Source: an optimization exercise on an open RTL-to-GDS flow (aim: small area, a short achievable clock period and few clock cycles per item). Production flows keep margins and buffers that such runs may drop.
The RTL was checked by simulation tests, not by an equivalence proof against the original design.
Power figures rest on the tool's default switching activity, not on a simulated workload.

## priority_ordered_ready_ring_top
module priority_ordered_ready_ring_top (
  input  logic                          clk,
  input  logic                          rst,
  input  logic                          in_valid,
  output logic                          in_stall,
  input  logic [1:0]                    command,
  input  logic [orr_pkg::ID_BITS-1:0]   thread_id,
  input  logic [orr_pkg::PRIO_BITS-1:0] priority_req,
  output logic                          out_valid,
  input  logic                          out_stall,
  output logic [1:0]                    status,
  output logic [orr_pkg::ID_BITS-1:0]   current_id,
  output logic                          current_valid
);
clock: 6.0 ns
lec_check: 0
cap_margin: 20
core_margin: 2
core_utilization: 60
cts_buf_list: sky130_fd_sc_hd__clkbuf_4 sky130_fd_sc_hd__clkbuf_8
cts_cluster_diameter: 60
cts_cluster_size: 14
setup_slack_margin: 3.5
slew_margin: 20
run.sh (not shown) runs the stock make flow with config.mk's settings and CLKGATE_MAP_FILE= SYNTH_SCRIPT=/design/flow/synth_recipe.tcl, a recipe that flattens the netlist after the stock synthesis.
Testbench counts at the start, summed over its fixed seeds: cycles 24,024, items 24,000.
Edit:
Settings changed: CORE_UTILIZATION 60 to 55, PLACE_DENSITY set to 0.7, SETUP_SLACK_MARGIN 3.5 to 3.6.
The new run finished clean; die area increases by 8.9%; synthesized cell count stays the same; power is higher by 1.6%; worst hold slack stays flat; register-to-register slack is better by 0.02 ns; setup slack gets better by 0.020 ns; sequential share of layout area is lower by 0.54 points; clock power stays flat; global-route usage decreases by 4.0 points.
Edit:
Settings changed: PLACE_DENSITY 0.7 to not set.
The changed run completed with no timing, DRC or antenna violations.
Clock power barely changes.
Die area stays the same.
Area after synthesis is unchanged.
Design area hardly moves.
First-iteration DRC count goes up by 2.7%.
Global-route usage came out higher by 4.1 points.
Core utilization hardly moves.
Setup slack improved by 0.038 ns.

priority_ordered_ready_ring_top again, from the RTL that the note above started with.
export LEC_CHECK = 0
export CAP_MARGIN = 20
export CORE_MARGIN = 2
export CORE_UTILIZATION = 55
export CTS_BUF_LIST = sky130_fd_sc_hd__clkbuf_4 sky130_fd_sc_hd__clkbuf_8
export SETUP_SLACK_MARGIN = 3.4
export SLEW_MARGIN = 20
create_clock -name core_clock -period 6.0 [get_ports {clk}]
Testbench counts at the start, summed over its fixed seeds: cycles 24,024, items 24,000.
==> next run, changes <==
--- a/flow/config.mk
+++ b/flow/config.mk
@@ -10,4 +10,6 @@
 export CORE_UTILIZATION = 55
 export CTS_BUF_LIST = sky130_fd_sc_hd__clkbuf_4 sky130_fd_sc_hd__clkbuf_8
+export CTS_CLUSTER_DIAMETER = 60
+export CTS_CLUSTER_SIZE = 14
 export SETUP_SLACK_MARGIN = 3.4
 export SLEW_MARGIN = 20
After rerunning: The changed run ran to the end with no violations; synthesized area stays the same; wire length hardly moves; cell area fell by 1.8%; synthesized cell count does not change; fmax barely changes.

The RTL this note starts from:
==> flow/design.v <==
package orr_pkg;
  localparam int MAX_THREADS = 16;
  localparam int ID_BITS     = 8;
  localparam int PRIO_BITS   = 8;
  localparam int IDX_W       = $clog2(MAX_THREADS);
  localparam int CNT_W       = $clog2(MAX_THREADS + 1);
  localparam logic [1:0] CMD_ADD    = 2'd0;
  localparam logic [1:0] CMD_REMOVE = 2'd1;
  localparam logic [1:0] CMD_SCHED  = 2'd2;
  localparam logic [1:0] ST_OK        = 2'd0;
  localparam logic [1:0] ST_NOT_FOUND = 2'd1;
  localparam logic [1:0] ST_FULL      = 2'd2;
  localparam logic [1:0] ST_PRESENT   = 2'd3;
  typedef struct packed {
    logic load;      
    logic compare;   
    logic locate;    
    logic execute;   
  } dp_cmd_t;
  typedef struct packed {
    logic out_hold;   
  } dp_stat_t;
endpackage
module orr_ctrl (
  input  logic                          clk,
  input  logic                          rst,
  input  logic                          in_valid,
  output logic                          in_stall,
  input  logic [1:0]                    command,
  input  logic [orr_pkg::ID_BITS-1:0]   thread_id,
  input  logic [orr_pkg::PRIO_BITS-1:0] priority_req,
  output logic                          out_valid,
  input  logic                          out_stall,
  output logic [1:0]                    status,
  output logic [orr_pkg::ID_BITS-1:0]   current_id,
  output logic                          current_valid,
  output logic                          exec,
  output logic [1:0]                    cmd_q,
  output logic [orr_pkg::ID_BITS-1:0]   id_q,
  output logic [orr_pkg::PRIO_BITS-1:0] prio_q,
  input  logic [1:0]                    res_status,
  input  logic [orr_pkg::ID_BITS-1:0]   res_id,
  input  logic                          res_valid
);
  logic                        in_full;    
  logic                        q_one;      
  logic                        q_two;      
  logic [1:0]                  old_status;
  logic [orr_pkg::ID_BITS-1:0] old_id;
  logic                        old_valid;
  logic                        accept, pop;
  assign exec      = in_full & ~q_two;
  assign in_stall  = in_full & q_two;
  assign accept    = in_valid & ~in_stall;
  assign out_valid = q_one;
  assign pop       = q_one & ~out_stall;
  assign status        = q_two ? old_status : res_status;
  assign current_id    = q_two ? old_id     : res_id;
  assign current_valid = q_two ? old_valid  : res_valid;
  always_ff @(posedge clk) begin
    if (rst) begin
      in_full <= 1'b0;
      q_one   <= 1'b0;
      q_two   <= 1'b0;
    end else begin
      in_full <= accept | (in_full & ~exec);
      if (exec & ~pop) begin
        q_one <= 1'b1;
        q_two <= q_one;
      end else if (pop & ~exec) begin
        q_one <= q_two;
        q_two <= 1'b0;
      end
    end
  end
  always_ff @(posedge clk) begin
    if (~in_stall) begin
      cmd_q  <= command;
      id_q   <= thread_id;
      prio_q <= priority_req;
    end
    if (~q_two) begin
      old_status <= res_status;
      old_id     <= res_id;
      old_valid  <= res_valid;
    end
  end
endmodule
module orr_datapath (
  input  logic                          clk,
  input  logic                          rst,
  input  logic                          exec,
  input  logic [1:0]                    cmd_q,
  input  logic [orr_pkg::ID_BITS-1:0]   id_q,
  input  logic [orr_pkg::PRIO_BITS-1:0] prio_q,
  output logic [1:0]                    res_status,
  output logic [orr_pkg::ID_BITS-1:0]   res_id,
  output logic                          res_valid
);
  localparam int N  = orr_pkg::MAX_THREADS;
  localparam int IW = orr_pkg::ID_BITS;
  localparam int PW = orr_pkg::PRIO_BITS;
  logic [N-1:0][IW-1:0] slot_id;
  logic [N-1:0][PW-1:0] slot_prio;
  logic [N-1:0]         slot_valid;
  logic [N-1:0]         slot_mark;
  logic [N-1:0]         hit, le, hit_pre;
  logic                 found, full, mark_hit, mark_last, any_mark;
  logic                 do_add, do_rem, do_sched;
  logic [N-1:0]         sel_new, sel_up, sel_dn;
  logic [N-1:0]         mark_sched;
  logic [IW-1:0]        sched_id;
  always_comb begin
    for (int i = 0; i < N; i++) begin
      hit[i] = slot_valid[i] && (slot_id[i] == id_q);
      le[i]  = slot_valid[i] && (slot_prio[i] <= prio_q);
    end
  end
  always_comb begin
    hit_pre[0] = hit[0];
    for (int i = 1; i < N; i++) hit_pre[i] = hit_pre[i-1] | hit[i];
  end
  assign found     = |hit;
  assign full      = slot_valid[N-1];
  assign mark_hit  = |(hit & slot_mark);
  assign any_mark  = |slot_mark;
  assign mark_last = |(slot_mark & ~{1'b0, slot_valid[N-1:1]});
  assign do_add   = exec && (cmd_q == orr_pkg::CMD_ADD) && !found && !full;
  assign do_rem   = exec && (cmd_q == orr_pkg::CMD_REMOVE);
  assign do_sched = exec && (cmd_q == orr_pkg::CMD_SCHED);
  always_comb begin
    for (int i = 0; i < N; i++) begin
      sel_new[i] = do_add && !le[i] && ((i == 0) || le[(i == 0) ? 0 : i-1]);
      sel_up[i]  = do_add && (i != 0) && !le[(i == 0) ? 0 : i-1];
      sel_dn[i]  = do_rem && hit_pre[i];
    end
  end
  always_comb begin
    mark_sched[0] = !any_mark || mark_last;
    for (int i = 1; i < N; i++) mark_sched[i] = slot_mark[i-1] && slot_valid[i];
  end
  always_comb begin
    sched_id = '0;
    for (int i = 0; i < N; i++) sched_id = sched_id | ({IW{mark_sched[i]}} & slot_id[i]);
  end
  always_ff @(posedge clk) begin
    for (int i = 0; i < N; i++) begin
      if (sel_new[i]) begin
        slot_id[i]   <= id_q;
        slot_prio[i] <= prio_q;
      end else if (sel_up[i]) begin
        slot_id[i]   <= slot_id[(i == 0) ? 0 : i-1];
        slot_prio[i] <= slot_prio[(i == 0) ? 0 : i-1];
      end else if (sel_dn[i] && (i != N-1)) begin
        slot_id[i]   <= slot_id[(i == N-1) ? N-1 : i+1];
        slot_prio[i] <= slot_prio[(i == N-1) ? N-1 : i+1];
      end
    end
  end
  always_ff @(posedge clk) begin
    if (rst) begin
      slot_valid <= '0;
      slot_mark  <= '0;
    end else begin
      for (int i = 0; i < N; i++) begin
        if (sel_new[i]) begin
          slot_valid[i] <= 1'b1;
          slot_mark[i]  <= 1'b0;
        end else if (sel_up[i]) begin
          slot_valid[i] <= slot_valid[(i == 0) ? 0 : i-1];
          slot_mark[i]  <= slot_mark[(i == 0) ? 0 : i-1];
        end else if (sel_dn[i]) begin
          slot_valid[i] <= (i == N-1) ? 1'b0 : slot_valid[(i == N-1) ? N-1 : i+1];
          slot_mark[i]  <= ((i == N-1) ? 1'b0 : slot_mark[(i == N-1) ? N-1 : i+1]) ||
                           (mark_hit && (i != N-1) && hit[(i == N-1) ? N-1 : i+1]) ||
                           (mark_hit && hit[0] && (i < N-1) &&
                            slot_valid[(i >= N-1) ? N-1 : i+1] &&
                            ((i >= N-2) ? 1'b1 : !slot_valid[(i >= N-2) ? N-1 : i+2]));
        end else if (do_rem) begin
          slot_mark[i]  <= slot_mark[i] ||
                           (mark_hit && (i != N-1) && hit[(i == N-1) ? N-1 : i+1]);
        end else if (do_sched) begin
          slot_mark[i]  <= mark_sched[i] && slot_valid[0];
        end
      end
    end
  end
  always_ff @(posedge clk) begin
    if (rst) begin
      res_valid <= 1'b0;
      res_id    <= '0;
    end else if (do_rem && mark_hit) begin
      res_valid <= 1'b0;
      res_id    <= '0;
    end else if (do_sched) begin
      res_valid <= slot_valid[0];
      res_id    <= slot_valid[0] ? sched_id : '0;
    end
  end
  always_ff @(posedge clk) begin
    if (exec) begin
      case (cmd_q)
        orr_pkg::CMD_ADD:    res_status <= found ? orr_pkg::ST_PRESENT :
                                           full  ? orr_pkg::ST_FULL : orr_pkg::ST_OK;
        orr_pkg::CMD_REMOVE: res_status <= found ? orr_pkg::ST_OK : orr_pkg::ST_NOT_FOUND;
        default:             res_status <= orr_pkg::ST_OK;
      endcase
    end
  end
endmodule
module priority_ordered_ready_ring_top (
  input  logic                          clk,
  input  logic                          rst,
  input  logic                          in_valid,
  output logic                          in_stall,
  input  logic [1:0]                    command,
  input  logic [orr_pkg::ID_BITS-1:0]   thread_id,
  input  logic [orr_pkg::PRIO_BITS-1:0] priority_req,
  output logic                          out_valid,
  input  logic                          out_stall,
  output logic [1:0]                    status,
  output logic [orr_pkg::ID_BITS-1:0]   current_id,
  output logic                          current_valid
);
  logic                          exec;
  logic [1:0]                    cmd_q;
  logic [orr_pkg::ID_BITS-1:0]   id_q;
  logic [orr_pkg::PRIO_BITS-1:0] prio_q;
  logic [1:0]                    res_status;
  logic [orr_pkg::ID_BITS-1:0]   res_id;
  logic                          res_valid;
  orr_ctrl u_ctrl (
    .clk           (clk),
    .rst           (rst),
    .in_valid      (in_valid),
    .in_stall      (in_stall),
    .command       (command),
    .thread_id     (thread_id),
    .priority_req  (priority_req),
    .out_valid     (out_valid),
    .out_stall     (out_stall),
    .status        (status),
    .current_id    (current_id),
    .current_valid (current_valid),
    .exec          (exec),
    .cmd_q         (cmd_q),
    .id_q          (id_q),
    .prio_q        (prio_q),
    .res_status    (res_status),
    .res_id        (res_id),
    .res_valid     (res_valid)
  );
  orr_datapath u_datapath (
    .clk        (clk),
    .rst        (rst),
    .exec       (exec),
    .cmd_q      (cmd_q),
    .id_q       (id_q),
    .prio_q     (prio_q),
    .res_status (res_status),
    .res_id     (res_id),
    .res_valid  (res_valid)
  );
endmodule
export LEC_CHECK = 0
export CAP_MARGIN = 20
export CORE_MARGIN = 2
export CORE_UTILIZATION = 40
export SLEW_MARGIN = 20
create_clock -name core_clock -period 6.0 [get_ports {clk}]
Testbench counts at the start, summed over its fixed seeds: cycles 24,016, items 24,000.
Edit:
--- a/flow/config.mk
+++ b/flow/config.mk
@@ -9,3 +9,4 @@
 export CORE_MARGIN = 2
 export CORE_UTILIZATION = 40
+export SETUP_SLACK_MARGIN = 2.5
 export SLEW_MARGIN = 20
Result:
- hold slack is about the same
- core utilization goes up by 3.4 points
- final area goes up by 7.5%
- clock skew goes up by 0.0037 ns
- total power goes up by 2.2%
- global-route usage goes up by 0.64 points
- register-to-register slack is better by 1.4 ns

the reference run:
priority_ordered_ready_ring_top, a different RTL version from the one above (not shown whole).
Size: about 2500 cells after synthesis, about 390 flip-flops, ~35 I/O pins, roughly 22000 um2 of cells after synthesis.
make LEC_CHECK=0 CAP_MARGIN=20 CORE_MARGIN=2 CORE_UTILIZATION=55 CTS_BUF_LIST='sky130_fd_sc_hd__clkbuf_4 sky130_fd_sc_hd__clkbuf_8' SETUP_SLACK_MARGIN=3.4 SLEW_MARGIN=20 finish   # period 6.0 ns
The reference run completed; timing, DRC and antenna clean
Testbench counts of the reference run, summed over its fixed seeds: cycles 24,024, items 24,000.
For the trial run, these inputs were changed with respect to the reference run:
- SETUP_SLACK_MARGIN now 3.6, was 3.4
- CTS_CLUSTER_DIAMETER now 60, previously not set
- CTS_CLUSTER_SIZE now 14, previously not set
Notes after the runs:
As of the trial run, placer congestion estimate had risen by a few percent compared to the reference run. Diff the reference run..the trial run | sequential cell count | negligible. The trial run packs its core tighter than the reference run. Diff the reference run -> the trial run | cell area | up slightly.

==> re-timing with driven ports <==
No port has a modelled driver above. Below, the same layouts with a new extraction and two added sets of constraints.
Step 1, drivers: a clkbuf_16 drives clk and a buf_2 each remaining input, both assumed.
Step 2, shift: input delay + t, output delay - t, t = (earliest + latest rising clock arrival at the registers) / 2. This alone moves slack from input paths to output paths.
Three values: ideal, step 1, step 2; two values: the first two.
run	t (ns)	setup slack, ns	slew at the worst register clock pin (ns)
the first run of note 1	0.696	3.438 / 3.438 / 3.343	0.10 / 0.10
the second run of note 1	0.712	3.457 / 3.457 / 3.353	0.11 / 0.11
the third run of note 1	0.692	3.496 / 3.496 / 3.395	0.10 / 0.10
the first run of note 2	0.720	3.423 / 3.423 / 3.423	0.07 / 0.07
the second run of note 2	0.726	3.419 / 3.416 / 3.408	0.10 / 0.10
the first run of note 3	0.653	1.157 / 1.157 / 1.157	0.07 / 0.07
the second run of note 3	0.649	2.538 / 2.538 / 2.538	0.07 / 0.07
the reference run	0.690	3.274 / 3.274 / 3.274	0.07 / 0.07
the trial run	0.712	3.365 / 3.365 / 3.365	0.10 / 0.10
After both steps every run listed still meets setup and hold. The setup slack of the second run of note 1, which loses most, moves by 0.000 ns with the drivers and by -0.104 ns with both steps.
